Context: an optimization exercise on an open-source flow, tuned for small area, a short achievable clock period and few clock cycles per item. The choices shown serve that exercise and are no tape-out recipe. The RTL was checked by simulation tests, not by an equivalence proof against the original design. Power and IR drop assume default switching activity.

==> flow/design.v <==
module ws2812_axil_slave #(
    parameter int unsigned C_S_AXI_DATA_WIDTH = 32,
    parameter int unsigned C_S_AXI_ADDR_WIDTH = 9,
    parameter int unsigned C_NUM_PIXELS       = 64
) (
    input  logic                            S_AXI_ACLK,
    input  logic                            S_AXI_ARESETN,
    input  logic [C_S_AXI_ADDR_WIDTH-1:0]   S_AXI_AWADDR,
    input  logic [2:0]                      S_AXI_AWPROT,
    input  logic                            S_AXI_AWVALID,
    output logic                            S_AXI_AWREADY,
    input  logic [C_S_AXI_DATA_WIDTH-1:0]   S_AXI_WDATA,
    input  logic [C_S_AXI_DATA_WIDTH/8-1:0] S_AXI_WSTRB,
    input  logic                            S_AXI_WVALID,
    output logic                            S_AXI_WREADY,
    output logic [1:0]                      S_AXI_BRESP,
    output logic                            S_AXI_BVALID,
    input  logic                            S_AXI_BREADY,
    input  logic [C_S_AXI_ADDR_WIDTH-1:0]   S_AXI_ARADDR,
    input  logic [2:0]                      S_AXI_ARPROT,
    input  logic                            S_AXI_ARVALID,
    output logic                            S_AXI_ARREADY,
    output logic [C_S_AXI_DATA_WIDTH-1:0]   S_AXI_RDATA,
    output logic [1:0]                      S_AXI_RRESP,
    output logic                            S_AXI_RVALID,
    input  logic                            S_AXI_RREADY,
    input  logic [5:0]                      px_addr,
    output logic [23:0]                     px_data,
    input  logic                            tx_busy,
    output logic                            tx_start,
    output logic [7:0]                      tx_len
);
    localparam int unsigned NPX = 64;    
    logic [7:0]  ctrl_len;
    logic [1:0]  busy_sync;
    logic [23:0] ring [NPX];             
    logic [2:0]  rot;                    
    logic [2:0]  rl [8];                 
    function automatic logic is_ctrl(input logic [8:0] a);
        is_ctrl = a[8:2] == 7'd0;
    endfunction
    function automatic logic is_stat(input logic [8:0] a);
        is_stat = a[8:2] == 7'd1;
    endfunction
    always_ff @(posedge S_AXI_ACLK or negedge S_AXI_ARESETN) begin
        if (!S_AXI_ARESETN) begin
            rot <= 3'd0;
            for (int j = 0; j < 8; j++)
                rl[j] <= 3'(j);
        end else begin
            rot <= rot + 3'd1;
            for (int j = 0; j < 8; j++)
                rl[j] <= rl[j] + 3'd1;
        end
    end
    logic        aw_v, w_v, exec;           
    logic [7:0]  d_lo, d_hi;
    logic        aw_pix, aw_ctrl, aw_err;
    logic [23:0] w_data;
    logic [2:0]  w_strb;
    logic [1:0]  b_cnt;                     
    logic        b_err1;                    
    logic        aw_hs, w_hs, b_pop;
    logic        aw_v_n, w_v_n, exec_n;
    logic [1:0]  b_cnt_n;
    logic [2:0]  aw_slot;
    logic [7:0]  d_lo_n;
    logic        aw_pix_n;
    assign aw_hs   = S_AXI_AWVALID & S_AXI_AWREADY;
    assign w_hs    = S_AXI_WVALID & S_AXI_WREADY;
    assign b_pop   = S_AXI_BVALID & S_AXI_BREADY;
    assign aw_v_n  = aw_hs | (aw_v & ~exec);
    assign w_v_n   = w_hs | (w_v & ~exec);
    assign b_cnt_n = b_cnt + {1'b0, exec} - {1'b0, b_pop};
    assign aw_slot  = S_AXI_AWADDR[4:2] - rot - 3'd2;
    assign d_lo_n   = aw_hs ? (8'd1 << aw_slot) : {d_lo[0], d_lo[7:1]};
    assign aw_pix_n = aw_hs ? S_AXI_AWADDR[8] : aw_pix;
    assign exec_n   = aw_v_n & w_v_n & ~b_cnt_n[1] & (~aw_pix_n | d_lo_n[0] | d_lo_n[4]);
    assign tx_len   = ctrl_len;
    always_ff @(posedge S_AXI_ACLK or negedge S_AXI_ARESETN) begin
        if (!S_AXI_ARESETN) begin
            aw_v          <= 1'b0;
            w_v           <= 1'b0;
            exec          <= 1'b0;
            b_cnt         <= 2'd0;
            S_AXI_BVALID  <= 1'b0;
            S_AXI_AWREADY <= 1'b1;
            S_AXI_WREADY  <= 1'b1;
            ctrl_len      <= 8'd0;
            tx_start      <= 1'b0;
        end else begin
            aw_v          <= aw_v_n;
            w_v           <= w_v_n;
            exec          <= exec_n;
            b_cnt         <= b_cnt_n;
            S_AXI_BVALID  <= b_cnt_n != 2'd0;
            S_AXI_AWREADY <= ~aw_v_n | exec_n;
            S_AXI_WREADY  <= ~w_v_n | exec_n;
            tx_start      <= exec & aw_ctrl & w_strb[0] & w_data[0];
            if (exec && aw_ctrl && w_strb[1])
                ctrl_len <= w_data[15:8];
        end
    end
    always_ff @(posedge S_AXI_ACLK) begin
        d_lo   <= d_lo_n;
        aw_pix <= aw_pix_n;
        if (aw_hs) begin
            d_hi    <= S_AXI_AWADDR[8] ? (8'd1 << S_AXI_AWADDR[7:5]) : 8'd0;
            aw_ctrl <= is_ctrl(S_AXI_AWADDR);
            aw_err  <= ~S_AXI_AWADDR[8] & ~is_ctrl(S_AXI_AWADDR);
        end
        if (w_hs) begin
            w_data <= S_AXI_WDATA[23:0];
            w_strb <= S_AXI_WSTRB[2:0];
        end
    end
    always_ff @(posedge S_AXI_ACLK) begin
        if (exec && (b_cnt == 2'd0 || (b_cnt == 2'd1 && b_pop)))
            S_AXI_BRESP <= {aw_err, 1'b0};
        else if (b_pop)
            S_AXI_BRESP <= {b_err1, 1'b0};
        if (exec)
            b_err1 <= aw_err;
    end
    logic [2:0] lane_we;
    assign lane_we = {3{exec}} & w_strb;
    always_ff @(posedge S_AXI_ACLK) begin
        for (int h = 0; h < 8; h++) begin
            for (int l = 0; l < 8; l++) begin
                ring[8*h + l] <= ring[8*h + (l + 1) % 8];
                if (l % 4 == 0) begin
                    for (int b = 0; b < 3; b++) begin
                        if (lane_we[b] && d_hi[h] && d_lo[l])
                            ring[8*h + l][8*b +: 8] <= w_data[8*b +: 8];
                    end
                end
            end
        end
    end
    logic [23:0] px_next;
    always_comb begin
        logic [7:0]  lo, hi;
        logic [23:0] g;
        for (int j = 0; j < 8; j++)
            lo[j] = px_addr[2:0] == rl[j];
        hi = 8'd1 << px_addr[5:3];
        px_next = '0;
        for (int h = 0; h < 8; h++) begin
            g = '0;
            for (int l = 0; l < 8; l++)
                g = g | ({24{lo[l]}} & ring[8*h + l]);
            px_next = px_next | ({24{hi[h]}} & g);
        end
    end
    always_ff @(posedge S_AXI_ACLK or negedge S_AXI_ARESETN) begin
        if (!S_AXI_ARESETN)
            px_data <= 24'd0;
        else
            px_data <= px_next;
    end
    always_ff @(posedge S_AXI_ACLK or negedge S_AXI_ARESETN) begin
        if (!S_AXI_ARESETN)
            busy_sync <= 2'b00;
        else
            busy_sync <= {busy_sync[0], tx_busy};
    end
    logic        ar_pend, ar_hs, r_move;
    logic [7:0]  ar_hi, ar_lo;              
    logic [2:0]  ar_slot;
    logic        ar_ctrl, ar_stat, ar_err;
    logic [23:0] r_data, r_pix;
    logic        ar_pix;
    logic        r_err;
    assign ar_hs       = S_AXI_ARVALID & S_AXI_ARREADY;
    assign ar_slot     = S_AXI_ARADDR[4:2] - rot - 3'd1;
    assign r_move      = ar_pend & (~S_AXI_RVALID | S_AXI_RREADY) & (~ar_pix | ar_lo[0] | ar_lo[4]);
    assign S_AXI_RDATA = {8'd0, r_data};
    assign S_AXI_RRESP = {r_err, 1'b0};
    always_ff @(posedge S_AXI_ACLK or negedge S_AXI_ARESETN) begin
        if (!S_AXI_ARESETN) begin
            ar_pend       <= 1'b0;
            S_AXI_ARREADY <= 1'b1;
            S_AXI_RVALID  <= 1'b0;
        end else begin
            ar_pend       <= ar_hs | (ar_pend & ~r_move);
            S_AXI_ARREADY <= ~(ar_hs | (ar_pend & ~r_move));
            S_AXI_RVALID  <= r_move | (S_AXI_RVALID & ~S_AXI_RREADY);
        end
    end
    always_ff @(posedge S_AXI_ACLK) begin
        if (!ar_hs)
            ar_lo <= {ar_lo[0], ar_lo[7:1]};
        if (ar_hs) begin
            ar_pix  <= S_AXI_ARADDR[8];
            ar_hi   <= S_AXI_ARADDR[8] ? (8'd1 << S_AXI_ARADDR[7:5]) : 8'd0;
            ar_lo   <= 8'd1 << ar_slot;
            ar_ctrl <= is_ctrl(S_AXI_ARADDR);
            ar_stat <= is_stat(S_AXI_ARADDR);
            ar_err  <= ~S_AXI_ARADDR[8] & ~is_ctrl(S_AXI_ARADDR) & ~is_stat(S_AXI_ARADDR);
        end
    end
    always_comb begin
        r_pix = '0;
        for (int h = 0; h < 8; h++)
            r_pix = r_pix | ({24{ar_hi[h] & ar_lo[0]}} & ring[8*h])
                          | ({24{ar_hi[h] & ar_lo[4]}} & ring[8*h + 4]);
    end
    always_ff @(posedge S_AXI_ACLK) begin
        if (r_move) begin
            r_data <= r_pix | {8'd0, {8{ar_ctrl}} & ctrl_len, 8'd0} | {23'd0, ar_stat & busy_sync[1]};
            r_err  <= ar_err;
        end
    end
    logic unused_ok;
    assign unused_ok = ^{S_AXI_AWPROT, S_AXI_ARPROT, S_AXI_AWADDR[1:0], S_AXI_ARADDR[1:0],
                         S_AXI_WDATA[31:24], S_AXI_WSTRB[3]};
endmodule
==> flow/constraint.sdc <==
create_clock -name core_clock -period 5.0 [get_ports {S_AXI_ACLK}]
set_input_delay 1.0000 -clock core_clock [delete_from_list [all_inputs] [get_ports {S_AXI_ACLK}]]
set_output_delay 1.0000 -clock core_clock [all_outputs]
set_load 0.01 [all_outputs]
==> flow/run.sh <==
#!/bin/bash
# synth_recipe.tcl (not shown) runs the flow's synth.tcl, then flattens the netlist and writes it again
# the make line also repeats each setting of config.mk as NAME=value (left out here)
make -C /OpenROAD-flow-scripts/flow DESIGN_CONFIG=/design/flow/config.mk WORK_HOME=/design/flow/orfs CLKGATE_MAP_FILE= SYNTH_SCRIPT=/design/flow/synth_recipe.tcl finish
==> flow/config.mk <==
export PLATFORM = sky130hd
export DESIGN_NAME = ws2812_axil_slave
export DESIGN_NICKNAME = ws2812_axil_slave
export VERILOG_FILES = /design/flow/design.v
export SDC_FILE = /design/flow/constraint.sdc
export NUM_CORES = 4
export LEC_CHECK = 0
export CAP_MARGIN = 20
export CORE_MARGIN = 2
export CORE_UTILIZATION = 55
export CTS_CLUSTER_DIAMETER = 80
export CTS_CLUSTER_SIZE = 30
export SETUP_SLACK_MARGIN = 2.5
export SLEW_MARGIN = 20
==> results of run 1 <==
path summary, 6_finish.rpt:
path                               start          end  slack (ps)
min reg2reg                  ring[31][3]  ring[30][3]         330
min in group core_clock      ring[31][3]  ring[30][3]         330
max                           px_addr[0]  px_data[21]        2400
max reg2reg                     rl[6][2]   px_data[6]        2410
max in group asynchronous  S_AXI_ARESETN  ctrl_len[1]        3440
min                        S_AXI_ARESETN       rot[0]         300
per-layer routing:
metal	vias to the layer above	share of wire (%)
met5	-	0.040
met4	2	4.8
met3	433	9.3
met2	2241	44
met1	19500	42
li1	15700	-
through the flow:
| step | area (um^2) | std cells | setup WS [ps] | hold slack, ps | util [%] |
|---|---|---|---|---|---|
| detailed placement | 56600 | 5262 | 728 | 329 | 58.4 |
| CTS | 60200 | 5425 | 2370 | 284 | 62.2 |
| floorplan | 54200 | 4080 | 2360 | 323 | - |
| finish | 60900 | 5445 | 2400 | 304 | 62.9 |
| global route | 60900 | 5443 | 2390 | 290 | 62.9 |
| global placement | 56600 | 5261 | 739 | 325 | 58.4 |
state kept, by name, summed over array words and instances, names as in the netlist, 2 cells and up:
name	cells
ar_hi	8
ar_lo	8
b_cnt	2
busy_sync	2
ctrl_len	8
d_hi	8
d_lo	8
px_data	24
r_data	24
ring	1536
rl	24
rot	3
w_data	24
w_strb	3
power by group through the flow:
stage,registers [W],clock network [W],logic (W)
after floorplan,0.0164,0,0.00140
after global placement,0.0169,0,0.00259
after detailed placement,0.0170,0,0.00262
after CTS,0.0167,0.00702,0.00273
after global routing,0.0169,0.00747,0.00291
final,0.0167,0.00697,0.00283
final cells by class:
class,count,area (um^2),area share (%)
tap,1276,1600,2.62
sequential,1702,35200,57.8
inverter,25,101,0.166
multi-input combinational,2033,18100,29.7
antenna,2,5.00,0.00822
clock inverter,3,33.8,0.0555
clock buffer,102,1970,3.23
timing repair buffer,302,3880,6.37
cell usage in the layout (no fill, tap or decap), types with 43 or more instances in the layout:
cell type,netlist,layout
dfxtp_1,1553,1553
a22oi_1,727,713
mux2_2,394,394
nor4b_1,144,142
nand4_1,94,94
buf_4,23,83
clkbuf_16,0,78
edfxtp_1,76,76
nand2_1,82,74
a22o_1,69,69
a221oi_1,65,65
a41oi_1,72,64
dlygate4sd2_1,0,63
dfrtp_1,58,57
a21oi_1,50,50
clkdlybuf4s50_1,0,48
buf_12,0,43
cells by family after synthesis:
| group | share of synthesized area [%] |
|---|---|
| xor gates and xnor gates | 0.961 |
| other | 0.00696 |
| AOI/OAI and AO/OA | 16.7 |
| buffers and inverters | 3.02 |
| adders and majority gates | 0.385 |
| DFF | 65.4 |
| and+or+nand+nor | 5.34 |
| muxes | 8.23 |
timing repair:
item / in CTS / in global routing
pin swaps: 62 / 72
gates cloned: 19 / 6
buffers inserted: 39 / 12
gates resized for setup: 195 / 83
hold buffers: 0 / 0
endpoints found under the setup margin: 99 / 69
==> summary.txt, run 1 <==
Final layout
  • Fill count: between 7000 and 8000
  • Ratio of cells with drive above 1 in the final layout: 20.1%
  • Layout area overhead: 13.0%
  • Nets@finish: 4221

Logic synthesis
  • Most common cell in the synthesized netlist: dfxtp_1
  • Netlist cell types: 49
  • EDFF count, synth: 76
  • Cells after Synth: 4071
  • Area fraction of the dominant cell type after synthesis: 57.7%
  • Top cell type by total area after synthesis: dfxtp_1
  • Yosys reg bits: 1702
  • Synth top area cells: dfxtp_1 58%, a22oi_1 10%, mux2_2 8.2%
  • Sequential area share after synthesis: 65.4%
  • Async set-reset flop share out of synthesis: 4.29%
  • Syn avg cell area: ~13 um^2
  • Synth cell count leaders: 1553 x dfxtp_1, 727 x a22oi_1, 394 x mux2_2, 169 x clkbuf_1, 144 x nor4b_1
  • Synth Flop Type: dfxtp_1
  • Mapped cell area: about 0.054 mm^2
  • Warnings, synthesis: 3

Routing
  • First-pass iteration count of the detailed router: 6
  • WL/cell: 34.7 um
  • WL final: 189000 um
  • Vias per cell: around 7
  • Drt drc: 0
  • Total number of vias: 37800
  • Routed Antenna Nets: 0
  • DR iter-0 viols: 5263

Global routing
  • Routing usage on met2: 56.1%
  • GRT Overall Usage: between 30% and 40%
  • Grt ovf: 0
  • Largest net degree at the start of global routing: 64
  • Met1 usage: 50.8%
  • First-pass GRT wire length: about 270000 um
  • Number of global-route vias before repair: approximately 38000
  • GR Layer Usage met3: 7.19%
  • GR peak layer: met2
  • Initial antenna violation count: 1

Clocking
  • Num Clock Sinks: 1702
  • CTS clock-pin slew for the worst setup and hold paths: roughly 110 ps
  • Skew-Pair Late Insertion Delay: 700 ps
  • H-tree Lvls: 3
  • CTS root buffer: clkbuf_16
  • Total CTS buffers: 67
  • CTS tree: yes
  • Clock Path Buffers: 3

Worst setup path
  • Reg2Reg Depth: 8
  • Critical path depth: 10
  • Required time of the worst setup path: 5610 ps
  • Critical Path Most Common Cell: buf_12
  • Crit-path cells: buf_6 -> buf_8 -> xor2_4 -> buf_12 -> nor3_4 -> buf_12 -> a22oi_1 -> a41oi_1 -> a2111oi_4 -> nand3_1
  • Worst path max stage delay: between 400 and 500 ps
  • Critical path type: in -> reg
  • Setup crit end kind: flip-flop
  • Arr. time, crit path: 3210 ps
  • Crit-path slowest cell: nor3_4
  • Crit Path Max Fanout: 52
  • Worst setup SP type: input pin
  • CP bufs+invs: 4
  • CP top delay family: buffers and inverters

Die
  • Placement Rows: 114
  • Die width: 317 um
  • Starting Density: between 50% and 60%
  • Die footprint: 0.100 mm^2
  • Ports: ~150
  • Die H: 317 um
  • CORE AREA: roughly 0.097 mm^2

Job
  • Maxcap violations: 0

Status
  • Status: complete, no violations

Place
  • IO Port Bufs: 118
  • GPL Wtd Cong: 0.883
  • Hpwl dp: approximately 110000 um

Power
  • Switching part of the total: ~27%
  • P_leak: ~22 nW
  • Sequential power share: 63.1%
  • Pwr per Cell Area: 436 mW/mm^2
  • Cell Int Power: ~0.019 W
  • Peak supply drop: 355 uV
  • Comb power frac: 10.7%
  • Power share of the clock group: 26.3%
  • Psw: slightly above 0.007 W
  • Tot Pwr: 0.0265 W

STA
  • Fmax: 0.384 GHz
  • RSZ-0062 raised after global routing: yes
  • Period utilization: 52.1%
  • Final Hold Viols: 0
  • Final setup fails: 0
  • Final Max Slew Viols: 0
  • Worst Skew: approximately 39 ps
  • Post-Route Setup TNS: 0 ps
  • Slew @ Worst Pin: 1060 ps
  • Final worst path period need: between 2000 and 3000 ps
  • Slew headroom: 29.2%

Hold path
  • Hold Crit Class: in -> async
Testbench counts, summed over its fixed seeds: cycles 4,352, items 5,696.
==> run 2, diff against run 1 <==
--- a/flow/config.mk
+++ b/flow/config.mk
@@ -7,8 +7,6 @@
 export LEC_CHECK = 0
 export CAP_MARGIN = 20
 export CORE_MARGIN = 2
-export CORE_UTILIZATION = 55
-export CTS_CLUSTER_DIAMETER = 80
-export CTS_CLUSTER_SIZE = 30
+export CORE_UTILIZATION = 40
 export SETUP_SLACK_MARGIN = 2.5
 export SLEW_MARGIN = 20
==> run 2 against run 1 <==
Against the previous run: setup slack barely moved; utilization fell by 13 points; total power rose by 24%; design area rose by 10%; critical path type unchanged; clock skew rose by 9.8 ps; combinational power rose by 6%; largest power group unchanged.
==> summary.txt, run 2 <==
Final layout
  • Reg with most FFs: ring (unchanged)
  • Nets@finish: 4420 (was 4221)
  • Final cell count without fillers: 6245 (was 5445)
  • Ratio of cells with drive above 1 in the final layout: 26.8% (was 20.1%)
  • Commonest non-fill, non-tap cell in the layout: dfxtp_1 (unchanged)
  • Max reg flops: 1536 (unchanged)
  • Layout area overhead: 24.6% (was 13.0%)
  • Fill count: 11400 (was 7330)
  • Most frequent cells in the layout: 1553 x dfxtp_1, 688 x a22oi_1, 394 x mux2_2 (was 1553 x dfxtp_1, 713 x a22oi_1, 394 x mux2_2)

STA
  • Final setup fails: 0 (unchanged)
  • Final worst path period need: 2600 ps (about the same)
  • Final worst slack: 2400 ps (about the same)
  • Period utilization: 52.1% (about the same)
  • RSZ-0062 raised after global routing: yes (unchanged)
  • Worst Skew: 49.0 ps (was 39.2 ps)
  • Fmax: 0.384 GHz (about the same)
  • Slew headroom: 27.3% (was 29.2%)
  • Post-Route Setup TNS: 0 ps (unchanged)
  • Final Max Slew Viols: 0 (unchanged)
  • Slew @ Worst Pin: 1090 ps (was 1060 ps)
  • Final Hold Viols: 0 (unchanged)

Clocking
  • Skew-Pair Late Insertion Delay: 810 ps (was 700 ps)
  • CTS root buffer: clkbuf_16 (unchanged)
  • H-tree Lvls: 4 (was 3)
  • CTS tree: yes (unchanged)
  • Post-CTS Hold Buffers: 0 (unchanged)
  • Clock Path Buffers: 3 (unchanged)
  • Num Clock Sinks: 1702 (unchanged)
  • Total CTS buffers: 168 (was 67)
  • CTS clock-pin slew for the worst setup and hold paths: 60 ps (was 110 ps)

Die
  • Die H: 371 um (was 317 um)
  • CORE AREA: 0.134 mm^2 (was 0.0969 mm^2)
  • Die width: 371 um (was 317 um)
  • Die footprint: 0.138 mm^2 (was 0.100 mm^2)
  • Placement Rows: 134 (was 114)
  • Starting Density: 40.3% (was 55.6%)
  • Ports: 148 (unchanged)

Global routing
  • First-pass GRT wire length: 269000 um (was 268000 um)
  • GRT Overall Usage: 26.9% (was 36.8%)
  • Largest net degree at the start of global routing: 74 (was 64)
  • Grt ovf: 0 (unchanged)
  • Number of global-route vias before repair: 37600 (was 38200)
  • Initial antenna violation count: 3 (was 1)

Power
  • Peak supply drop: 350 uV (was 355 uV)
  • Psw: 0.00864 W (was 0.00723 W)
  • Power share of the clock group: 40.2% (was 26.3%)
  • Switching part of the total: 26.2% (was 27.2%)
  • Cell Int Power: 0.0243 W (was 0.0193 W)
  • Comb power frac: 9.1% (was 10.7%)
  • Sequential power share: 50.7% (was 63.1%)
  • Pwr per Cell Area: 491 mW/mm^2 (was 436 mW/mm^2)
  • P_leak: 25.0 nW (was 22.3 nW)

Logic synthesis
  • Most common cell in the synthesized netlist: dfxtp_1 (unchanged)
  • Mapped cell area: 0.0539 mm^2 (unchanged)
  • Warnings, synthesis: 3 (unchanged)
  • Area fraction of the dominant cell type after synthesis: 57.7% (unchanged)
  • Yosys reg bits: 1702 (unchanged)
  • Top cell type by total area after synthesis: dfxtp_1 (unchanged)
  • Synth top area cells: dfxtp_1 58%, a22oi_1 10%, mux2_2 8.2% (unchanged)
  • Syn avg cell area: 13.2 um^2 (unchanged)
  • Synth cell count leaders: 1553 x dfxtp_1, 727 x a22oi_1, 394 x mux2_2, 169 x clkbuf_1, 144 x nor4b_1 (unchanged)
  • Synth Flop Type: dfxtp_1 (unchanged)
  • Netlist cell types: 49 (unchanged)
  • Cells after Synth: 4071 (unchanged)
  • EDFF count, synth: 76 (unchanged)
  • Async set-reset flop share out of synthesis: 4.29% (unchanged)
  • Sequential area share after synthesis: 65.4% (unchanged)

Routing
  • Drt drc: 0 (unchanged)
  • WL/cell: 31.0 um (was 34.7 um)
  • WL final: 194000 um (was 189000 um)
  • DR iter-0 viols: 4447 (was 5263)
  • Total number of vias: 38200 (was 37800)
  • Vias per cell: 6.11 (was 6.94)
  • Routed Antenna Nets: 0 (unchanged)
  • First-pass iteration count of the detailed router: 7 (was 6)

Place
  • Hpwl dp: 105000 um (was 107000 um)
  • Placed cells: 5763 (was 5262)
  • GPL Wtd Cong: 0.835 (was 0.883)
  • IO Port Bufs: 118 (unchanged)
  • Pre-CTS setup slack: 642 ps (was 728 ps)

Worst setup path
  • Worst setup SP type: input pin (unchanged)
  • Required time of the worst setup path: 5640 ps (was 5610 ps)
  • Setup crit end kind: flip-flop (unchanged)
  • Crit Path Max Fanout: 14 (was 52)
  • Critical path type: in -> reg (unchanged)
  • Arr. time, crit path: 3240 ps (was 3210 ps)

Status
  • Status: complete, no violations (unchanged)

Job
  • Maxcap violations: 0 (unchanged)

Hold path
  • Hold Crit Class: in -> async (unchanged)
==> run 2: changes by cell type in the layout (fill, tap and decap cells not counted), sizes merged, moves of 4 or more <==
cell / change
clkbuf: +164
buf: +96
clkinv: +36
dlygate4sd2: -34
clkdlybuf4s15: +28
bufinv: +10
clkinvlp: +4
inv: +4
==> run 2: worst paths after layout <==
check                               from           end  slack, ps  cells past startpoint
max                           px_addr[1]   px_data[19]       2400                     11
min                        S_AXI_ARESETN      rl[6][0]        240                      1
max reg2reg                     rl[2][1]   px_data[19]       2400                      9
min reg2reg                 ring[15][16]  ring[14][16]        310                      0
max in group asynchronous  S_AXI_ARESETN      rl[2][0]       3640                      2
min in group core_clock     ring[15][16]  ring[14][16]        310                      0
==> run 2: what timing repair did <==
action	4_1_cts	5_1_grt
setup endpoints to repair	89	54
pin swaps	95	109
gates resized for setup	282	135
setup buffers	82	44
cloned	25	14
==> run 2: worst max-delay path: stages <==
cell and delay, ps:
buf_4 180, buf_6 190, xor2_4 170, buf_12 140
buf_4 120, buf_12 180, nor4b_1 110, a2111oi_4 340
a31oi_2 180, a2111oi_4 400, nand3_2 200
==> run 2: cells by family after synthesis <==
family	synth area share, %
xor gates and xnor gates	0.961
AOI/OAI and AO/OA	16.7
buffers and inverters	3.02
DFF	65.4
muxes	8.23
and+or+nand+nor	5.34
other	0.00696
adders and majority gates	0.385
==> run 2: per-stage QoR <==
| stage | power, W | hold WS (ps) | utilization, % | cell area, um^2 |
|---|---|---|---|---|
| after floorplan | 0.0178 | 323 | - | 54200 |
| after global placement | 0.0195 | 325 | 42.9 | 57300 |
| after detailed placement | 0.0195 | 328 | 42.9 | 57300 |
| after CTS | 0.0328 | 290 | 49.2 | 65700 |
| after global routing | 0.0339 | 286 | 50.3 | 67200 |
| final | 0.0330 | 242 | 50.3 | 67200 |
==> run 2: area by class of cell <==
cell class	instances	area, um^2	share of cell area (%)
clock buffers	258	5110	7.60
inverters	25	101	0.151
clock inverters	57	781	1.16
multi-input cells	2033	18500	27.5
diodes	2	5.00	0.00745
well taps	1768	2210	3.29
flip-flops and latches	1702	35200	52.4
repair buffers	400	5260	7.83
==> run 2: metal layers <==
layer	GRT usage (%)	up-vias	wire [um]
li1	-	16200	-
met1	36.6	19300	81100
met2	41.2	2182	85500
met3	5.27	449	18000
met4	12.3	2	8820
met5	0	-	69
==> run 2: power groups by stage <==
stage | Combinational, W | Sequential, W | Clock [W]
finish | 0.00299 | 0.0167 | 0.0132
global route | 0.00310 | 0.0169 | 0.0139
CTS | 0.00285 | 0.0166 | 0.0133
detailed placement | 0.00261 | 0.0169 | 0
global placement | 0.00260 | 0.0169 | 0
floorplan | 0.00140 | 0.0164 | 0
==> run 3, diff against run 2 <==
--- a/flow/design.v
+++ b/flow/design.v
@@ -145,11 +145,11 @@
             lo[j] = px_addr[2:0] == rl[j];
         hi = 8'd1 << px_addr[5:3];
         px_next = '0;
-        for (int h = 0; h < 8; h++) begin
+        for (int l = 0; l < 8; l++) begin
             g = '0;
-            for (int l = 0; l < 8; l++)
-                g = g | ({24{lo[l]}} & ring[8*h + l]);
-            px_next = px_next | ({24{hi[h]}} & g);
+            for (int h = 0; h < 8; h++)
+                g = g | ({24{hi[h]}} & ring[8*h + l]);
+            px_next = px_next | ({24{lo[l]}} & g);
         end
     end
     always_ff @(posedge S_AXI_ACLK or negedge S_AXI_ARESETN) begin
--- a/flow/config.mk
+++ b/flow/config.mk
@@ -7,6 +7,8 @@
 export LEC_CHECK = 0
 export CAP_MARGIN = 20
 export CORE_MARGIN = 2
-export CORE_UTILIZATION = 40
+export CORE_UTILIZATION = 55
+export CTS_CLUSTER_DIAMETER = 60
+export CTS_CLUSTER_SIZE = 25
 export SETUP_SLACK_MARGIN = 2.5
 export SLEW_MARGIN = 20
==> run 3 against run 2 <==
Against the previous run: still clean on timing, DRC and antenna; critical path type is now reg -> reg; via count is 1.8% lower; maximum frequency fell by 3.6%; synthesized area grew 4.1%; critical endpoint is now ring[16][10]; flip-flop and latch count did not move; combinational power grew 23%.
==> summary.txt, run 3 <==
Worst setup path
  • Required time of the worst setup path: 5620 ps (was 5640 ps)
  • Critical path type: reg -> reg (was in -> reg)
  • Crit Path Max Fanout: 12 (was 14)
  • Worst path max stage delay: 810 ps (was 400 ps)
  • CP bufs+invs: 0 (was 5)
  • RR Endpoint: ring[16][10] (was px_data[19])
  • Flop2flop setup slack: 2300 ps (was 2400 ps)
  • Worst setup SP type: flip-flop (was input pin)
  • CP top delay family: simple AND/OR/NAND/NOR gates (was compound AO/OA/AOI/OAI gates)
  • Reg2reg start: exec (was rl[2][1])
  • Setup crit end kind: flip-flop (unchanged)
  • Crit-path cells: and3_1 -> nand2_1 -> mux2_2 (was buf_4 -> buf_6 -> xor2_4 -> buf_12 -> buf_4 -> buf_12 -> nor4b_1 -> a2111oi_4 -> a31oi_2 -> a2111oi_4 -> nand3_2)
  • Arr. time, crit path: 3320 ps (was 3240 ps)
  • Crit-path slowest cell: nand2_1 (was a2111oi_4)
  • Reg2Reg Depth: 3 (was 9)
  • Critical Path Source: exec (was px_addr[1])

Global routing
  • Initial antenna violation count: 9 (was 3)
  • Largest net degree at the start of global routing: 87 (was 74)
  • Number of global-route vias before repair: 37000 (was 37600)
  • GRT Overall Usage: 38.4% (was 26.9%)
  • First-pass GRT wire length: 280000 um (was 269000 um)
  • Grt ovf: 0 (unchanged)

Logic synthesis
  • Synth top area cells: dfxtp_1 55%, mux2_2 8.6%, mux4_2 7.7% (was dfxtp_1 58%, a22oi_1 10%, mux2_2 8.2%)
  • Syn avg cell area: 14.0 um^2 (was 13.2 um^2)
  • Synth cell count leaders: 1553 x dfxtp_1, 428 x mux2_2, 301 x mux2i_1, 191 x mux4_2, 156 x nand2_1 (was 1553 x dfxtp_1, 727 x a22oi_1, 394 x mux2_2, 169 x clkbuf_1, 144 x nor4b_1)
  • Top cell type by total area after synthesis: dfxtp_1 (unchanged)
  • Yosys reg bits: 1702 (unchanged)
  • Most common cell in the synthesized netlist: dfxtp_1 (unchanged)
  • Sequential area share after synthesis: 62.8% (was 65.4%)
  • Area fraction of the dominant cell type after synthesis: 55.4% (was 57.7%)
  • Cells after Synth: 4017 (was 4071)
  • Synth Flop Type: dfxtp_1 (unchanged)
  • Netlist cell types: 70 (was 49)
  • Warnings, synthesis: 3 (unchanged)
  • Mapped cell area: 0.0561 mm^2 (was 0.0539 mm^2)
  • EDFF count, synth: 76 (unchanged)
  • Async set-reset flop share out of synthesis: 4.29% (unchanged)

Hold path
  • Hold Crit Class: reg -> reg (was in -> async)
  • Hold Path Depth: 0
  • Hold Crit Endpoint: ring[58][9]
  • Hold_sp: ring[59][9]

Final layout
  • Max reg flops: 1536 (unchanged)
  • Commonest non-fill, non-tap cell in the layout: dfxtp_1 (unchanged)
  • Ratio of cells with drive above 1 in the final layout: 25.6% (was 26.8%)
  • Most frequent cells in the layout: 1552 x dfxtp_1, 427 x mux2_2, 301 x mux2i_1 (was 1553 x dfxtp_1, 688 x a22oi_1, 394 x mux2_2)
  • Layout area overhead: 14.2% (was 24.6%)
  • Final cell count without fillers: 5632 (was 6245)
  • Design area: 0.0640 mm^2 (was 0.0672 mm^2)
  • Fill count: 7734 (was 11400)
  • Reg with most FFs: ring (unchanged)
  • Nets@finish: 4248 (was 4420)

Clocking
  • Num Clock Sinks: 1702 (unchanged)
  • Post-CTS Hold Buffers: 0 (unchanged)
  • Clock Path Buffers: 3 (unchanged)
  • CTS root buffer: clkbuf_16 (unchanged)
  • CTS clock-pin slew for the worst setup and hold paths: 90 ps (was 60 ps)
  • Total CTS buffers: 116 (was 168)
  • CTS tree: yes (unchanged)
  • H-tree Lvls: 3 (was 4)
  • Skew-Pair Late Insertion Delay: 740 ps (was 810 ps)

Place
  • GPL Wtd Cong: 0.948 (was 0.835)
  • Cell Area, Placed: 0.0586 mm^2 (was 0.0573 mm^2)
  • IO Port Bufs: 118 (unchanged)
  • Hpwl dp: 128000 um (was 105000 um)
  • Placed cells: 5349 (was 5763)

Die
  • Placement Rows: 117 (was 134)
  • CORE AREA: 0.101 mm^2 (was 0.134 mm^2)
  • Starting Density: 55.3% (was 40.3%)
  • Die footprint: 0.105 mm^2 (was 0.138 mm^2)
  • Die width: 323 um (was 371 um)
  • Die H: 323 um (was 371 um)
  • Ports: 148 (unchanged)

Routing
  • Total number of vias: 37500 (was 38200)
  • WL/cell: 36.4 um (was 31.0 um)
  • First-pass iteration count of the detailed router: 9 (was 7)
  • Routed Antenna Nets: 0 (unchanged)
  • Drt drc: 0 (unchanged)
  • DR iter-0 viols: 5242 (was 4447)
  • WL final: 205000 um (was 194000 um)
  • Vias per cell: 6.66 (was 6.11)

STA
  • Final worst path period need: 2700 ps (was 2600 ps)
  • Period utilization: 54.0% (was 52.1%)
  • Final Hold Viols: 0 (unchanged)
  • Slew @ Worst Pin: 1160 ps (was 1090 ps)
  • Fmax: 0.370 GHz (was 0.384 GHz)
  • Post-Route Setup TNS: 0 ps (unchanged)
  • Final setup fails: 0 (unchanged)
  • Slew headroom: 22.5% (was 27.3%)
  • RSZ-0062 raised after global routing: yes (unchanged)
  • Worst Skew: 22.4 ps (was 49.0 ps)
  • Final Max Slew Viols: 0 (unchanged)

Power
  • Sequential power share: 54.4% (was 50.7%)
  • Power share of the clock group: 33.9% (was 40.2%)
  • Comb power frac: 11.8% (was 9.1%)
  • Switching part of the total: 29.5% (was 26.2%)
  • Psw: 0.00919 W (was 0.00864 W)
  • Cell Int Power: 0.0220 W (was 0.0243 W)
  • Pwr per Cell Area: 487 mW/mm^2 (was 491 mW/mm^2)
  • Peak supply drop: 421 uV (was 350 uV)
  • P_leak: 25.6 nW (was 25.0 nW)

Status
  • Status: complete, no violations (unchanged)

Job
  • Maxcap violations: 0 (unchanged)
-- run 3: kinds of logic (layout without fill, tap and decap cells) --
family	Yosys count	in the layout	share of synthesized area, %
adder cells (fa/ha/maj)	16	16	0.370
XOR/XNOR	42	42	0.656
AO/OA/AOI/OAI	644	644	8.48
AND/OR/NAND/NOR	392	392	3.30
other	1	15	0.00669
multiplexers	922	922	21.7
flip-flops	1702	1702	62.8
buffers and inverters	298	531	2.71
-- run 3: per-stage QoR --
| stage | setup WS [ps] | hold slack [ps] | power, W | util (%) |
|---|---|---|---|---|
| 5_1_grt | 2380 | 341 | 0.0320 | 63.1 |
| 3_5_place_dp | 992 | 332 | 0.0206 | 57.8 |
| 3_3_place_gp | 989 | 328 | 0.0206 | 57.8 |
| 2_1_floorplan | 2270 | 324 | 0.0186 | - |
| 6_report | 2300 | 334 | 0.0312 | 63.1 |
| 4_1_cts | 2410 | 341 | 0.0310 | 62.9 |
-- run 3: worst max-delay path by stage --
stage / endpoint / cells past startpoint
3_5_place_dp: px_data[5] / 8
4_1_cts: ring[32][12] / 3
5_1_grt: ring[20][11] / 3
6_report: ring[16][10] / 3
2_1_floorplan: px_data[22] / 8
3_3_place_gp: px_data[5] / 8
-- run 3: area by class of cell --
cell class                 count  area [um^2]  share of cell area [%]
timing repair buffer         280         3050                    4.77
clock buffer                 129         3080                    4.81
tap                         1368         1710                    2.67
antenna                        5         12.5                  0.0195
clock inverter                90         1170                    1.83
sequential                  1702        35200                    55.0
inverter                      32          133                   0.207
multi-input combinational   2026        19600                    30.7
-- run 3: power groups by stage --
stage          logic [W]  clock network (W)  registers [W]
6_report         0.00367             0.0106         0.0170
5_1_grt          0.00375             0.0111         0.0171
4_1_cts          0.00354             0.0106         0.0169
3_5_place_dp     0.00342                  0         0.0172
3_3_place_gp     0.00340                  0         0.0172
2_1_floorplan    0.00202                  0         0.0165
-- run 3: metal layers --
layer | track usage (%) | vias up | routed length [um]
li1 | - | 15300 | -
met5 | 0 | - | 44
met1 | 51.4 | 19000 | 81400
met4 | 20.2 | 6 | 11900
met3 | 10.5 | 636 | 22700
met2 | 57.1 | 2604 | 88800
-- run 3: what timing repair did --
action | CTS | global route
gates resized for setup | 178 | 27
setup buffers | 41 | 2
setup endpoints to repair | 175 | 144
gates cloned | 10 | 6
pin swaps | 6 | 1
Testbench counts of run 3, summed over its fixed seeds: cycles 4,352, items 5,696.
==> run 4, diff against run 3 <==
--- a/flow/design.v
+++ b/flow/design.v
@@ -64,8 +64,9 @@
     logic        aw_v_n, w_v_n, exec_n;
     logic [1:0]  b_cnt_n;
     logic [2:0]  aw_slot;
-    logic [7:0]  d_lo_n;
+    logic [7:0]  d_lo_n, d_hi_n;
     logic        aw_pix_n;
+    logic [15:0] tap_en, tap_en_n;          
     assign aw_hs   = S_AXI_AWVALID & S_AXI_AWREADY;
     assign w_hs    = S_AXI_WVALID & S_AXI_WREADY;
     assign b_pop   = S_AXI_BVALID & S_AXI_BREADY;
@@ -75,13 +76,21 @@
     assign aw_slot  = S_AXI_AWADDR[4:2] - rot - 3'd2;
     assign d_lo_n   = aw_hs ? (8'd1 << aw_slot) : {d_lo[0], d_lo[7:1]};
     assign aw_pix_n = aw_hs ? S_AXI_AWADDR[8] : aw_pix;
+    assign d_hi_n   = aw_hs ? (S_AXI_AWADDR[8] ? (8'd1 << S_AXI_AWADDR[7:5]) : 8'd0) : d_hi;
     assign exec_n   = aw_v_n & w_v_n & ~b_cnt_n[1] & (~aw_pix_n | d_lo_n[0] | d_lo_n[4]);
     assign tx_len   = ctrl_len;
+    always_comb begin
+        for (int h = 0; h < 8; h++) begin
+            tap_en_n[2*h]     = exec_n & d_hi_n[h] & d_lo_n[0];
+            tap_en_n[2*h + 1] = exec_n & d_hi_n[h] & d_lo_n[4];
+        end
+    end
     always_ff @(posedge S_AXI_ACLK or negedge S_AXI_ARESETN) begin
         if (!S_AXI_ARESETN) begin
             aw_v          <= 1'b0;
             w_v           <= 1'b0;
             exec          <= 1'b0;
+            tap_en        <= '0;
             b_cnt         <= 2'd0;
             S_AXI_BVALID  <= 1'b0;
             S_AXI_AWREADY <= 1'b1;
@@ -92,6 +101,7 @@
             aw_v          <= aw_v_n;
             w_v           <= w_v_n;
             exec          <= exec_n;
+            tap_en        <= tap_en_n;
             b_cnt         <= b_cnt_n;
             S_AXI_BVALID  <= b_cnt_n != 2'd0;
             S_AXI_AWREADY <= ~aw_v_n | exec_n;
@@ -103,9 +113,9 @@
     end
     always_ff @(posedge S_AXI_ACLK) begin
         d_lo   <= d_lo_n;
+        d_hi   <= d_hi_n;
         aw_pix <= aw_pix_n;
         if (aw_hs) begin
-            d_hi    <= S_AXI_AWADDR[8] ? (8'd1 << S_AXI_AWADDR[7:5]) : 8'd0;
             aw_ctrl <= is_ctrl(S_AXI_AWADDR);
             aw_err  <= ~S_AXI_AWADDR[8] & ~is_ctrl(S_AXI_AWADDR);
         end
@@ -122,15 +132,13 @@
         if (exec)
             b_err1 <= aw_err;
     end
-    logic [2:0] lane_we;
-    assign lane_we = {3{exec}} & w_strb;
     always_ff @(posedge S_AXI_ACLK) begin
         for (int h = 0; h < 8; h++) begin
             for (int l = 0; l < 8; l++) begin
                 ring[8*h + l] <= ring[8*h + (l + 1) % 8];
                 if (l % 4 == 0) begin
                     for (int b = 0; b < 3; b++) begin
-                        if (lane_we[b] && d_hi[h] && d_lo[l])
+                        if (tap_en[2*h + l/4] && w_strb[b])
                             ring[8*h + l][8*b +: 8] <= w_data[8*b +: 8];
                     end
                 end
@@ -145,11 +153,11 @@
             lo[j] = px_addr[2:0] == rl[j];
         hi = 8'd1 << px_addr[5:3];
         px_next = '0;
-        for (int l = 0; l < 8; l++) begin
+        for (int h = 0; h < 8; h++) begin
             g = '0;
-            for (int h = 0; h < 8; h++)
-                g = g | ({24{hi[h]}} & ring[8*h + l]);
-            px_next = px_next | ({24{lo[l]}} & g);
+            for (int l = 0; l < 8; l++)
+                g = g | ({24{lo[l]}} & ring[8*h + l]);
+            px_next = px_next | ({24{hi[h]}} & g);
         end
     end
     always_ff @(posedge S_AXI_ACLK or negedge S_AXI_ARESETN) begin
==> run 4 against run 3 <==
Against the previous run: still clean; count of clock-buffer cells in the layout is 6 lower; global-route usage is 2.9 points higher; non-clock buffer count is 47 higher; utilization is 3.0 points higher; clock skew is 5.7 ps higher; clock power hardly changed; synthesized cell count is 2.4% higher; hold slack worse by 130 ps; sequential share of layout area is 0.75 points higher; total power is 10% lower; sequential power is 11% lower; synthesized area is 4.9% lower; critical path type is now in -> reg; largest cell class unchanged.
==> summary.txt, run 4 <==
Clocking
  • Num Clock Sinks: 1718 (was 1702)
  • Skew-Pair Late Insertion Delay: 730 ps (was 740 ps)
  • Total CTS buffers: 115 (was 116)
  • CTS tree: yes (unchanged)
  • H-tree Lvls: 3 (unchanged)
  • CTS clock-pin slew for the worst setup and hold paths: 100 ps (was 90 ps)
  • Clock Path Buffers: 3 (unchanged)
  • CTS root buffer: clkbuf_16 (unchanged)

Logic synthesis
  • Mapped cell area: 0.0534 mm^2 (was 0.0561 mm^2)
  • Cells after Synth: 4115 (was 4017)
  • Area fraction of the dominant cell type after synthesis: 58.6% (was 55.4%)
  • Async set-reset flop share out of synthesis: 5.18% (was 4.29%)
  • Warnings, synthesis: 3 (unchanged)
  • Top cell type by total area after synthesis: dfxtp_1 (unchanged)
  • Syn avg cell area: 13.0 um^2 (was 14.0 um^2)
  • Netlist cell types: 51 (was 70)
  • EDFF count, synth: 68 (was 76)
  • Sequential area share after synthesis: 66.6% (was 62.8%)
  • Most common cell in the synthesized netlist: dfxtp_1 (unchanged)
  • Yosys reg bits: 1718 (was 1702)
  • Synth cell count leaders: 1561 x dfxtp_1, 745 x a22oi_1, 393 x mux2_2, 191 x clkbuf_1, 182 x nand4_1 (was 1553 x dfxtp_1, 428 x mux2_2, 301 x mux2i_1, 191 x mux4_2, 156 x nand2_1)
  • Synth Flop Type: dfxtp_1 (unchanged)
  • Synth top area cells: dfxtp_1 59%, a22oi_1 10%, mux2_2 8.3% (was dfxtp_1 55%, mux2_2 8.6%, mux4_2 7.7%)

Global routing
  • GR Layer Usage met3: 12.8% (was 10.5%)
  • Grt ovf: 0 (unchanged)
  • Number of global-route vias before repair: 39600 (was 37000)
  • Largest net degree at the start of global routing: 77 (was 87)
  • Met1 usage: 55.1% (was 51.4%)
  • Routing usage on met2: 60.0% (was 57.1%)
  • GR peak layer: met2 (unchanged)
  • Initial antenna violation count: 15 (was 9)
  • GRT Overall Usage: 41.4% (was 38.4%)
  • First-pass GRT wire length: 293000 um (was 280000 um)

Power
  • Comb power frac: 8.7% (was 11.8%)
  • Sequential power share: 53.7% (was 54.4%)
  • Cell Int Power: 0.0201 W (was 0.0220 W)
  • Peak supply drop: 364 uV (was 421 uV)
  • Pwr per Cell Area: 440 mW/mm^2 (was 487 mW/mm^2)
  • P_leak: 23.6 nW (was 25.6 nW)
  • Switching part of the total: 28.3% (was 29.5%)
  • Power share of the clock group: 37.6% (was 33.9%)
  • Psw: 0.00795 W (was 0.00919 W)

STA
  • Final worst slack: 2400 ps (was 2300 ps)
  • RSZ-0062 raised after global routing: yes (unchanged)
  • Worst Skew: 28.2 ps (was 22.4 ps)
  • Final setup fails: 0 (unchanged)
  • Post-Route Setup TNS: 0 ps (unchanged)
  • Final Hold Viols: 0 (unchanged)
  • Final Max Slew Viols: 0 (unchanged)
  • Slew @ Worst Pin: 1220 ps (was 1160 ps)
  • Slew headroom: 18.5% (was 22.5%)
  • Fmax: 0.385 GHz (was 0.370 GHz)
  • Period utilization: 52.0% (was 54.0%)
  • Final worst path period need: 2600 ps (was 2700 ps)

Job
  • Maxcap violations: 0 (unchanged)

Worst setup path
  • Reg2Reg Depth: 5 (was 3)
  • Arr. time, crit path: 3150 ps (was 3320 ps)
  • Worst path max stage delay: 410 ps (was 810 ps)
  • Required time of the worst setup path: 5560 ps (was 5620 ps)
  • Critical Path Most Common Cell: buf_12
  • CP top delay family: simple AND/OR/NAND/NOR gates (unchanged)
  • Crit Path Max Fanout: 36 (was 12)
  • CP bufs+invs: 4 (was 0)
  • Critical path type: in -> reg (was reg -> reg)
  • Reg2reg start: ar_lo[4] (was exec)
  • Setup crit end kind: flip-flop (unchanged)
  • RR Endpoint: r_data[18] (was ring[16][10])
  • Crit-path slowest cell: nor4_1 (was nand2_1)
  • Worst setup SP type: input pin (was flip-flop)
  • Flop2flop setup slack: 2420 ps (was 2300 ps)
  • Crit-path cells: buf_6 -> buf_4 -> xnor2_4 -> buf_12 -> and3_4 -> buf_12 -> a22oi_1 -> a41oi_1 -> nor4_1 -> nand3_2 (was and3_1 -> nand2_1 -> mux2_2)

Die
  • Starting Density: 55.3% (about the same)
  • CORE AREA: 0.0964 mm^2 (was 0.101 mm^2)
  • Placement Rows: 114 (was 117)
  • Die footprint: 0.0995 mm^2 (was 0.105 mm^2)
  • Die width: 315 um (was 323 um)
  • Die H: 315 um (was 323 um)
  • Ports: 148 (unchanged)

Status
  • Status: complete, no violations (unchanged)

Final layout
  • Nets@finish: 4374 (was 4248)
  • Most frequent cells in the layout: 1561 x dfxtp_1, 651 x a22oi_1, 393 x mux2_2 (was 1552 x dfxtp_1, 427 x mux2_2, 301 x mux2i_1)
  • Commonest non-fill, non-tap cell in the layout: dfxtp_1 (unchanged)
  • Reg with most FFs: ring (unchanged)
  • Ratio of cells with drive above 1 in the final layout: 25.3% (was 25.6%)
  • Max reg flops: 1536 (unchanged)
  • Layout area overhead: 19.5% (was 14.2%)
  • End-of-flow core utilization: 66.1% (was 63.1%)

Hold path
  • Hold Crit Class: in -> async (was reg -> reg)

Routing
  • Total number of vias: 39900 (was 37500)
  • First-pass iteration count of the detailed router: 7 (was 9)
  • DR iter-0 viols: 5660 (was 5242)
  • Vias per cell: 7.03 (was 6.66)
  • WL final: 212000 um (was 205000 um)
  • Drt drc: 0 (unchanged)
  • Routed Antenna Nets: 0 (unchanged)
  • WL/cell: 37.5 um (was 36.4 um)

Place
  • IO Port Bufs: 118 (unchanged)
  • Pre-CTS setup slack: 194 ps (was 992 ps)
  • Hpwl dp: 114000 um (was 128000 um)
  • GPL Wtd Cong: 0.878 (was 0.948)
-- run 4: power groups by stage --
stage          Clock (W)  Combinational (W)  Sequential [W]
3_3_place_gp           0            0.00200          0.0153
4_1_cts           0.0106            0.00224          0.0150
6_report          0.0106            0.00243          0.0151
5_1_grt           0.0111            0.00243          0.0151
2_1_floorplan          0           0.000933          0.0151
3_5_place_dp           0            0.00203          0.0154
-- run 4: per-stage QoR --
stage	hold WS, ps	instances	cell area, um^2	power, W
floorplan	330	4124	54400	0.0160
global placement	332	5303	56600	0.0173
detailed placement	335	5303	56600	0.0174
CTS	192	5624	62700	0.0279
global route	199	5663	63700	0.0287
finish	202	5669	63700	0.0281
-- run 4: layer usage --
| metal | wire [um] | vias to the layer above |
|---|---|---|
| met4 | 13500 | 14 |
| li1 | - | 16100 |
| met5 | 86 | - |
| met2 | 89800 | 2932 |
| met3 | 26100 | 734 |
| met1 | 83000 | 20100 |
-- run 4: repair_timing --
item,CTS,global route
cloned,31,9
buffers inserted,70,30
setup endpoints to repair,111,50
hold buffers,0,0
gates resized for setup,242,116
pin swaps,48,62
-- run 4: how the worst max path moves through the flow --
stage                         start          end  slack, ps  depth (start not counted)
global placement         px_addr[2]  px_data[19]        210                          8
CTS                      px_addr[2]   px_data[5]       2470                         12
floorplan           S_AXI_AWADDR[3]    tap_en[1]       2370                         10
finish                   px_addr[2]  px_data[19]       2400                         10
global route               rl[5][0]  px_data[19]       2430                          9
detailed placement       px_addr[2]  px_data[19]        190                          8
-- run 4: area by class of cell --
type,count,area [um^2]
inverter,69,272
clock inverter,97,1250
clock buffer,123,3010
fill,7011,32700
tap,1276,1600
sequential,1718,35600
antenna,6,15.0
multi-input combinational,2053,18000
timing repair buffer,327,4050
-- run 4: kinds of logic (layout without fill, tap and decap cells) --
family / count (synthesis) / after routing / synth area share (%)
compound gates: 1146 / 1146 / 16.6
fa+ha+maj: 16 / 16 / 0.389
other cells: 1 / 16 / 0.00703
buf+inv: 369 / 616 / 2.95
mux: 393 / 393 / 8.29
simple gates: 430 / 446 / 4.35
xor+xnor: 42 / 42 / 0.774
flops: 1718 / 1718 / 66.6
Testbench counts of run 4, summed over its fixed seeds: cycles 4,352, items 5,696.
==> run 5, diff against run 4 <==
--- a/flow/config.mk
+++ b/flow/config.mk
@@ -8,7 +8,8 @@
 export CAP_MARGIN = 20
 export CORE_MARGIN = 2
 export CORE_UTILIZATION = 55
-export CTS_CLUSTER_DIAMETER = 60
-export CTS_CLUSTER_SIZE = 25
-export SETUP_SLACK_MARGIN = 2.5
+export CTS_CLUSTER_DIAMETER = 70
+export CTS_CLUSTER_SIZE = 28
+export SETUP_SLACK_MARGIN = 3.0
 export SLEW_MARGIN = 20
+export TNS_END_PERCENT = 10
==> run 5 against run 4 <==
Against the previous run: sequential share of layout area increased by 0.75 points; register-to-register slack improved by 130 ps; critical path depth increased by 1; design area decreased by 1.3%; critical endpoint is now px_data[13]; clock skew increased by 4.4 ps.
==> summary.txt, run 5 <==
Clocking
  • CTS tree: yes (unchanged)
  • H-tree Lvls: 3 (unchanged)
  • CTS root buffer: clkbuf_16 (unchanged)
  • CTS clock-pin slew for the worst setup and hold paths: 110 ps (was 100 ps)
  • Clock Path Buffers: 3 (unchanged)
  • Total CTS buffers: 77 (was 115)
  • Skew-Pair Late Insertion Delay: 710 ps (was 730 ps)
  • Num Clock Sinks: 1718 (unchanged)

Status
  • Status: complete, no violations (unchanged)

Place
  • Pre-CTS setup slack: 776 ps (was 194 ps)
  • IO Port Bufs: 118 (unchanged)
  • Hpwl dp: 116000 um (was 114000 um)
  • GPL Wtd Cong: 0.908 (was 0.878)
  • Cell Area, Placed: 0.0565 mm^2 (was 0.0566 mm^2)

Worst setup path
  • Crit Path Max Fanout: 21 (was 36)
  • RR Endpoint: px_data[7] (was r_data[18])
  • Critical Path Source: px_addr[2] (unchanged)
  • Reg2Reg Depth: 9 (was 5)
  • Reg2reg start: rl[4][1] (was ar_lo[4])
  • Critical path type: in -> reg (unchanged)
  • Arr. time, crit path: 3100 ps (was 3150 ps)
  • Flop2flop setup slack: 2550 ps (was 2420 ps)
  • Worst setup SP type: input pin (unchanged)
  • CP endpoint: px_data[13] (was px_data[19])
  • Required time of the worst setup path: 5620 ps (was 5560 ps)
  • Setup crit end kind: flip-flop (unchanged)

Logic synthesis
  • Most common cell in the synthesized netlist: dfxtp_1 (unchanged)
  • Area fraction of the dominant cell type after synthesis: 58.6% (unchanged)
  • Top cell type by total area after synthesis: dfxtp_1 (unchanged)
  • Yosys reg bits: 1718 (unchanged)
  • Mapped cell area: 0.0534 mm^2 (unchanged)
  • Cells after Synth: 4115 (unchanged)
  • Syn avg cell area: 13.0 um^2 (unchanged)
  • Sequential area share after synthesis: 66.6% (unchanged)
  • Synth cell count leaders: 1561 x dfxtp_1, 745 x a22oi_1, 393 x mux2_2, 191 x clkbuf_1, 182 x nand4_1 (unchanged)
  • Netlist cell types: 51 (unchanged)
  • Synth top area cells: dfxtp_1 59%, a22oi_1 10%, mux2_2 8.3% (unchanged)
  • Warnings, synthesis: 3 (unchanged)
  • Async set-reset flop share out of synthesis: 5.18% (unchanged)
  • Synth Flop Type: dfxtp_1 (unchanged)
  • EDFF count, synth: 68 (unchanged)

Power
  • Switching part of the total: 26.6% (was 28.3%)
  • Peak supply drop: 363 uV (was 364 uV)
  • Comb power frac: 10.1% (was 8.7%)
  • Cell Int Power: 0.0187 W (was 0.0201 W)
  • Power share of the clock group: 30.7% (was 37.6%)
  • Psw: 0.00676 W (was 0.00795 W)
  • Tot Pwr: 0.0255 W (was 0.0281 W)
  • Pwr per Cell Area: 405 mW/mm^2 (was 440 mW/mm^2)
  • P_leak: 23.1 nW (was 23.6 nW)
  • Sequential power share: 59.2% (was 53.7%)

STA
  • Period utilization: 49.6% (was 52.0%)
  • Final worst slack: 2520 ps (was 2400 ps)
  • Post-Route Setup TNS: 0 ps (unchanged)
  • Final setup fails: 0 (unchanged)
  • Fmax: 0.403 GHz (was 0.385 GHz)
  • RSZ-0062 raised after global routing: yes (unchanged)
  • Worst Skew: 32.6 ps (was 28.2 ps)
  • Final Hold Viols: 0 (unchanged)
  • Slew @ Worst Pin: 1190 ps (was 1220 ps)
  • Final worst path period need: 2480 ps (was 2600 ps)
  • Slew headroom: 20.8% (was 18.5%)
  • Final Max Slew Viols: 0 (unchanged)
  • Hold slack: 337 ps (was 202 ps)

Final layout
  • Area occupied by multi-input gates: 0.0183 mm^2 (was 0.0180 mm^2)
  • Antenna Diode Count: 0 (was 6)
  • Reg with most FFs: ring (unchanged)
  • Register Area: 0.0356 mm^2 (about the same)
  • Ratio of cells with drive above 1 in the final layout: 26.2% (was 25.3%)
  • Max reg flops: 1536 (unchanged)
  • Layout area overhead: 17.9% (was 19.5%)
  • Nets@finish: 4402 (was 4374)
  • Fill count: 7190 (was 7011)
  • Design area: 0.0629 mm^2 (was 0.0637 mm^2)
  • Most frequent cells in the layout: 1559 x dfxtp_1, 647 x a22oi_1, 393 x mux2_2 (was 1561 x dfxtp_1, 651 x a22oi_1, 393 x mux2_2)
  • Commonest non-fill, non-tap cell in the layout: dfxtp_1 (unchanged)

Hold path
  • Hold Path Depth: 0
  • Hold Crit Class: reg -> reg (was in -> async)
  • Hold_sp: ring[11][7]

Die
  • CORE AREA: 0.0964 mm^2 (unchanged)
  • Placement Rows: 114 (unchanged)
  • Die width: 315 um (unchanged)
  • Die H: 315 um (unchanged)
  • Die footprint: 0.0995 mm^2 (unchanged)
  • Starting Density: 55.3% (unchanged)
  • Ports: 148 (unchanged)

Routing
  • Drt drc: 0 (unchanged)
  • Total number of vias: 39400 (was 39900)
  • First-pass iteration count of the detailed router: 8 (was 7)
  • Vias per cell: 6.98 (was 7.03)
  • WL/cell: 36.0 um (was 37.5 um)
  • DR iter-0 viols: 5537 (was 5660)
  • Routed Antenna Nets: 0 (unchanged)
  • WL final: 203000 um (was 212000 um)

Global routing
  • Largest net degree at the start of global routing: 60 (was 77)
  • Number of global-route vias before repair: 39300 (was 39600)
  • Grt ovf: 0 (unchanged)
  • First-pass GRT wire length: 282000 um (was 293000 um)
  • Initial antenna violation count: 8 (was 15)
  • GRT Overall Usage: 39.3% (was 41.4%)

Job
  • Maxcap violations: 0 (unchanged)
run 5: cell counts after synthesis:
No cell type changed its count.
run 5: kinds of logic (layout without fill, tap and decap cells):
kind of cell	count (synthesis)	in the layout	share of synthesized area, %
simple gates	430	439	4.35
compound gates	1146	1146	16.6
flops	1718	1718	66.6
buf+inv	369	600	2.95
xor+xnor	42	43	0.774
other cells	1	10	0.00703
mux	393	393	8.29
fa+ha+maj	16	16	0.389
run 5: what timing repair did:
item                       in CTS  in global routing
pin swaps                      96                 99
setup endpoints to repair     365                478
hold buffers                    0                  0
setup buffers                  92                 37
cloned                         24                  6
gates resized for setup       424                204
run 5: worst min path at each step:
stage,endpoint,slack [ps]
5_1_grt,ring[1][0],330
3_5_place_dp,ring[38][20],340
6_report,ring[10][7],340
2_1_floorplan,ring[1][11],330
4_1_cts,ring[1][0],340
3_3_place_gp,ring[6][11],330
run 5: final cells by class:
type                       count  area share [%]
inverter                      69           0.436
tap                         1276            2.54
clock inverter                18           0.408
clock buffer                 114            3.57
multi-input combinational   2047            29.1
sequential                  1718            56.5
timing repair buffer         399            7.43
run 5: critical path, stage by stage:
cell     delay, ps
buf_16         130
buf_12         150
xor2_4         180
nor3_4         320
buf_12         290
buf_16         230
a22oi_1        110
a41oi_1        310
nor4_2          90
buf_4          160
nand3_1         80
run 5: power groups by stage:
stage / clock network, W / logic, W / registers [W]
floorplan: 0 / 0.000898 / 0.0151
global placement: 0 / 0.00200 / 0.0153
detailed placement: 0 / 0.00203 / 0.0154
CTS: 0.00782 / 0.00231 / 0.0150
global route: 0.00831 / 0.00259 / 0.0151
finish: 0.00781 / 0.00257 / 0.0151
run 5: metrics by stage:
stage	cells	util (%)
after detailed placement	5350	58.6
final	5641	65.2
after CTS	5598	63.9
after global routing	5641	65.2
after floorplan	4124	-
after global placement	5350	58.6
run 5: metal layers:
metal | vias up | routed length [um] | global-route usage, %
met5 | - | 184 | 0
li1 | 16000 | - | -
met3 | 601 | 24500 | 11.6
met2 | 2666 | 87100 | 57.7
met1 | 20100 | 80400 | 53.2
met4 | 10 | 11000 | 19.0
==> run 6, diff against run 5 <==
--- a/flow/config.mk
+++ b/flow/config.mk
@@ -10,6 +10,6 @@
 export CORE_UTILIZATION = 55
 export CTS_CLUSTER_DIAMETER = 70
 export CTS_CLUSTER_SIZE = 28
-export SETUP_SLACK_MARGIN = 3.0
+export SETUP_SLACK_MARGIN = 2.7
 export SLEW_MARGIN = 20
-export TNS_END_PERCENT = 10
+export TNS_END_PERCENT = 20
==> run 6 against run 5 <==
Against the previous run: register-to-register slack got worse by 70 ps; global-route usage up 0.75 points; maximum frequency down 1.8%; synthesized cell count is the same; still clean on timing, DRC and antenna.
==> summary.txt, run 6 <==
Power
  • Tot Pwr: 0.0253 W (was 0.0255 W)
  • Sequential power share: 59.4% (was 59.2%)
  • Pwr per Cell Area: 411 mW/mm^2 (was 405 mW/mm^2)
  • Psw: 0.00683 W (was 0.00676 W)
  • Power share of the clock group: 31.2% (was 30.7%)
  • Comb power frac: 9.4% (was 10.1%)
  • Cell Int Power: 0.0185 W (was 0.0187 W)
  • P_leak: 22.8 nW (was 23.1 nW)
  • Switching part of the total: 26.9% (was 26.6%)
  • Peak supply drop: 366 uV (was 363 uV)

Worst setup path
  • Worst setup SP type: input pin (unchanged)
  • Critical Path Source: px_addr[2] (unchanged)
  • Setup crit end kind: flip-flop (unchanged)
  • Arr. time, crit path: 3070 ps (was 3100 ps)
  • Critical path type: in -> reg (unchanged)
  • Reg2reg start: ar_lo[4] (was rl[4][1])
  • Required time of the worst setup path: 5540 ps (was 5620 ps)
  • Crit Path Max Fanout: 13 (was 21)

Job
  • Maxcap violations: 0 (unchanged)

Logic synthesis
  • Most common cell in the synthesized netlist: dfxtp_1 (unchanged)
  • Yosys reg bits: 1718 (unchanged)
  • Synth cell count leaders: 1561 x dfxtp_1, 745 x a22oi_1, 393 x mux2_2, 191 x clkbuf_1, 182 x nand4_1 (unchanged)
  • Syn avg cell area: 13.0 um^2 (unchanged)
  • Top cell type by total area after synthesis: dfxtp_1 (unchanged)
  • Cells after Synth: 4115 (unchanged)
  • Netlist cell types: 51 (unchanged)
  • EDFF count, synth: 68 (unchanged)
  • Synth Flop Type: dfxtp_1 (unchanged)
  • Async set-reset flop share out of synthesis: 5.18% (unchanged)
  • Sequential area share after synthesis: 66.6% (unchanged)
  • Warnings, synthesis: 3 (unchanged)
  • Area fraction of the dominant cell type after synthesis: 58.6% (unchanged)
  • Mapped cell area: 0.0534 mm^2 (unchanged)
  • Synth top area cells: dfxtp_1 59%, a22oi_1 10%, mux2_2 8.3% (unchanged)

Place
  • Hpwl dp: 114000 um (was 116000 um)
  • GPL Wtd Cong: 0.894 (was 0.908)
  • Placed cells: 5324 (was 5350)
  • IO Port Bufs: 118 (unchanged)

Routing
  • Metal2 WL: 86800 um (was 87100 um)
  • Vias per cell: 6.99 (was 6.98)
  • DR iter-0 viols: 5916 (was 5537)
  • Wire length on met3: 24100 um (was 24500 um)
  • WL final: 204000 um (was 203000 um)
  • First-pass iteration count of the detailed router: 12 (was 8)
  • Routed Antenna Nets: 0 (unchanged)
  • Max layer used: met5 (unchanged)
  • Drt drc: 0 (unchanged)
  • WL/cell: 36.5 um (was 36.0 um)
  • Total number of vias: 39100 (was 39400)
  • Metal-1 WL: 80300 um (was 80400 um)

Die
  • Starting Density: 55.3% (unchanged)
  • CORE AREA: 0.0964 mm^2 (unchanged)
  • Die width: 315 um (unchanged)
  • Ports: 148 (unchanged)
  • Die H: 315 um (unchanged)
  • Die footprint: 0.0995 mm^2 (unchanged)
  • Placement Rows: 114 (unchanged)

Global routing
  • Largest net degree at the start of global routing: 90 (was 60)
  • GRT Overall Usage: 40.0% (was 39.3%)
  • First-pass GRT wire length: 285000 um (was 282000 um)
  • Initial antenna violation count: 12 (was 8)
  • Number of global-route vias before repair: 38900 (was 39300)
  • Grt ovf: 0 (unchanged)

Status
  • Status: complete, no violations (unchanged)

Final layout
  • Reg with most FFs: ring (unchanged)
  • Final cell count without fillers: 5592 (was 5641)
  • Most frequent cells in the layout: 1560 x dfxtp_1, 697 x a22oi_1, 393 x mux2_2 (was 1559 x dfxtp_1, 647 x a22oi_1, 393 x mux2_2)
  • Nets@finish: 4343 (was 4402)
  • Ratio of cells with drive above 1 in the final layout: 22.1% (was 26.2%)
  • Max reg flops: 1536 (unchanged)
  • Layout area overhead: 15.6% (was 17.9%)
  • Commonest non-fill, non-tap cell in the layout: dfxtp_1 (unchanged)
  • End-of-flow core utilization: 64.0% (was 65.2%)

STA
  • Post-Route Setup TNS: 0 ps (unchanged)
  • RSZ-0062 raised after global routing: yes (unchanged)
  • Slew @ Worst Pin: 1210 ps (was 1190 ps)
  • Final worst path period need: 2530 ps (was 2480 ps)
  • Final Max Slew Viols: 0 (unchanged)
  • Fmax: 0.396 GHz (was 0.403 GHz)
  • Period utilization: 50.5% (was 49.6%)
  • Worst Skew: 37.1 ps (was 32.6 ps)
  • Final Hold Viols: 0 (unchanged)
  • Slew headroom: 18.9% (was 20.8%)
  • Final setup fails: 0 (unchanged)

Clocking
  • CTS clock-pin slew for the worst setup and hold paths: 110 ps (about the same)
  • Num Clock Sinks: 1718 (unchanged)
  • Skew-Pair Late Insertion Delay: 720 ps (was 710 ps)
  • CTS root buffer: clkbuf_16 (unchanged)
  • Total CTS buffers: 79 (was 77)
  • H-tree Lvls: 3 (unchanged)
  • Clock Path Buffers: 3 (unchanged)
  • CTS tree: yes (unchanged)
  • Post-CTS Hold Buffers: 0 (unchanged)

Hold path
  • Hold_sp: ring[10][6] (was ring[11][7])
  • Hold Crit Class: reg -> reg (unchanged)
[run 6: power by group through the flow]
stage / Sequential, W / Clock, W / Combinational (W)
floorplan: 0.0151 / 0 / 0.000898
global placement: 0.0153 / 0 / 0.00203
detailed placement: 0.0153 / 0 / 0.00204
CTS: 0.0150 / 0.00792 / 0.00222
global route: 0.0151 / 0.00839 / 0.00240
finish: 0.0151 / 0.00791 / 0.00238
[run 6: critical path: stages]
cell,delay (ps)
buf_12,110
buf_12,160
buf_4,150
xor2_2,150
nor3_2,70
buf_12,170
buf_16,190
a22oi_1,250
a41oi_2,170
a2111oi_2,370
nand4_1,210
[run 6: worst paths after layout]
path / endpoint / cells past startpoint / slack [ps]
worst min-delay path: ring[9][6] / 0 / 330
worst max register to register: r_data[0] / 6 / 2480
max in group asynchronous: rl[2][2] / 2 / 3930
worst max-delay path: px_data[9] / 11 / 2470
worst min register to register: ring[9][6] / 0 / 330
min in group asynchronous: ctrl_len[2] / 2 / 340
[run 6: cells by family (layout without fill, tap and decap cells)]
group                    after synthesis  count (layout)  synth area share [%]
AO/OA/AOI/OAI                       1146            1146                  16.6
XOR/XNOR                              42              42                 0.774
adder cells (fa/ha/maj)               16              16                 0.389
buffers and inverters                369             548                  2.95
flip-flops                          1718            1718                  66.6
multiplexers                         393             393                  8.29
other                                  1              14               0.00703
AND/OR/NAND/NOR                      430             439                  4.35
[run 6: final cells by class]
class | instances | area, um^2
clock inverters | 26 | 309
inverters | 69 | 272
fillers | 7289 | 34700
repair buffers | 339 | 4090
clock buffers | 114 | 2250
diodes | 4 | 10.0
multi-input cells | 2046 | 17600
flip-flops and latches | 1718 | 35600
well taps | 1276 | 1600
[run 6: what timing repair did]
item                                    in CTS  in global routing
endpoints found under the setup margin     141                184
buffers inserted                            62                 31
gates resized for setup                    258                108
pin swaps                                   49                 52
gates cloned                                27                  3
[run 6: metal layers]
metal  vias to the layer above  global-route usage, %
met2                      2762                   58.9
met1                     19700                   53.3
li1                      15900                      -
met5                         -                      0
met4                        12                   22.0
met3                       682                   11.4
[run 6: stage by stage]
step / hold WS (ps) / instance area (um^2) / setup slack, ps
floorplan: 330 / 53600 / 2370
global placement: 332 / 56400 / 638
detailed placement: 335 / 56400 / 643
CTS: 335 / 60800 / 2490
global route: 338 / 61700 / 2450
finish: 334 / 61700 / 2470

static timing again, ports no longer ideal:
The results above use ideal ports. As a check the final layouts listed here were re-extracted and re-timed, cells and wires unchanged. Step 1 (the two cells are an assumption about what drives the block):
set clk [get_ports {S_AXI_ACLK}]
set_driving_cell -lib_cell sky130_fd_sc_hd__clkbuf_16 $clk
set_driving_cell -lib_cell sky130_fd_sc_hd__buf_2 [delete_from_list [all_inputs] $clk]
Step 2, shift: input delay + t, output delay - t, t = (earliest + latest rising clock arrival at the registers) / 2. This alone moves slack from input paths to output paths. Three values: ideal ports, drivers, drivers and shift; two values: the first two.
run | t (ns) | setup WS [ns] | slew at the worst register clock pin (ns) | cell pins on the clock port's net
run 1 | 0.750 | 2.397 / 2.406 / 1.687 | 0.12 / 0.12 | 1
run 2 | 0.867 | 2.397 / 2.405 / 1.577 | 0.07 / 0.07 | 1
run 3 | 0.803 | 2.301 / 2.301 / 1.498 | 0.10 / 0.10 | 1
run 4 | 0.796 | 2.402 / 2.397 / 1.601 | 0.10 / 0.10 | 1
run 5 | 0.763 | 2.518 / 2.524 / 1.761 | 0.11 / 0.11 | 1
run 6 | 0.768 | 2.473 / 2.423 / 1.725 | 0.11 / 0.11 | 1
After both steps setup and hold are still met in every run listed. For run 2, which loses most, drivers alone change the setup slack by +0.008 ns; drivers and shift together by -0.820 ns.
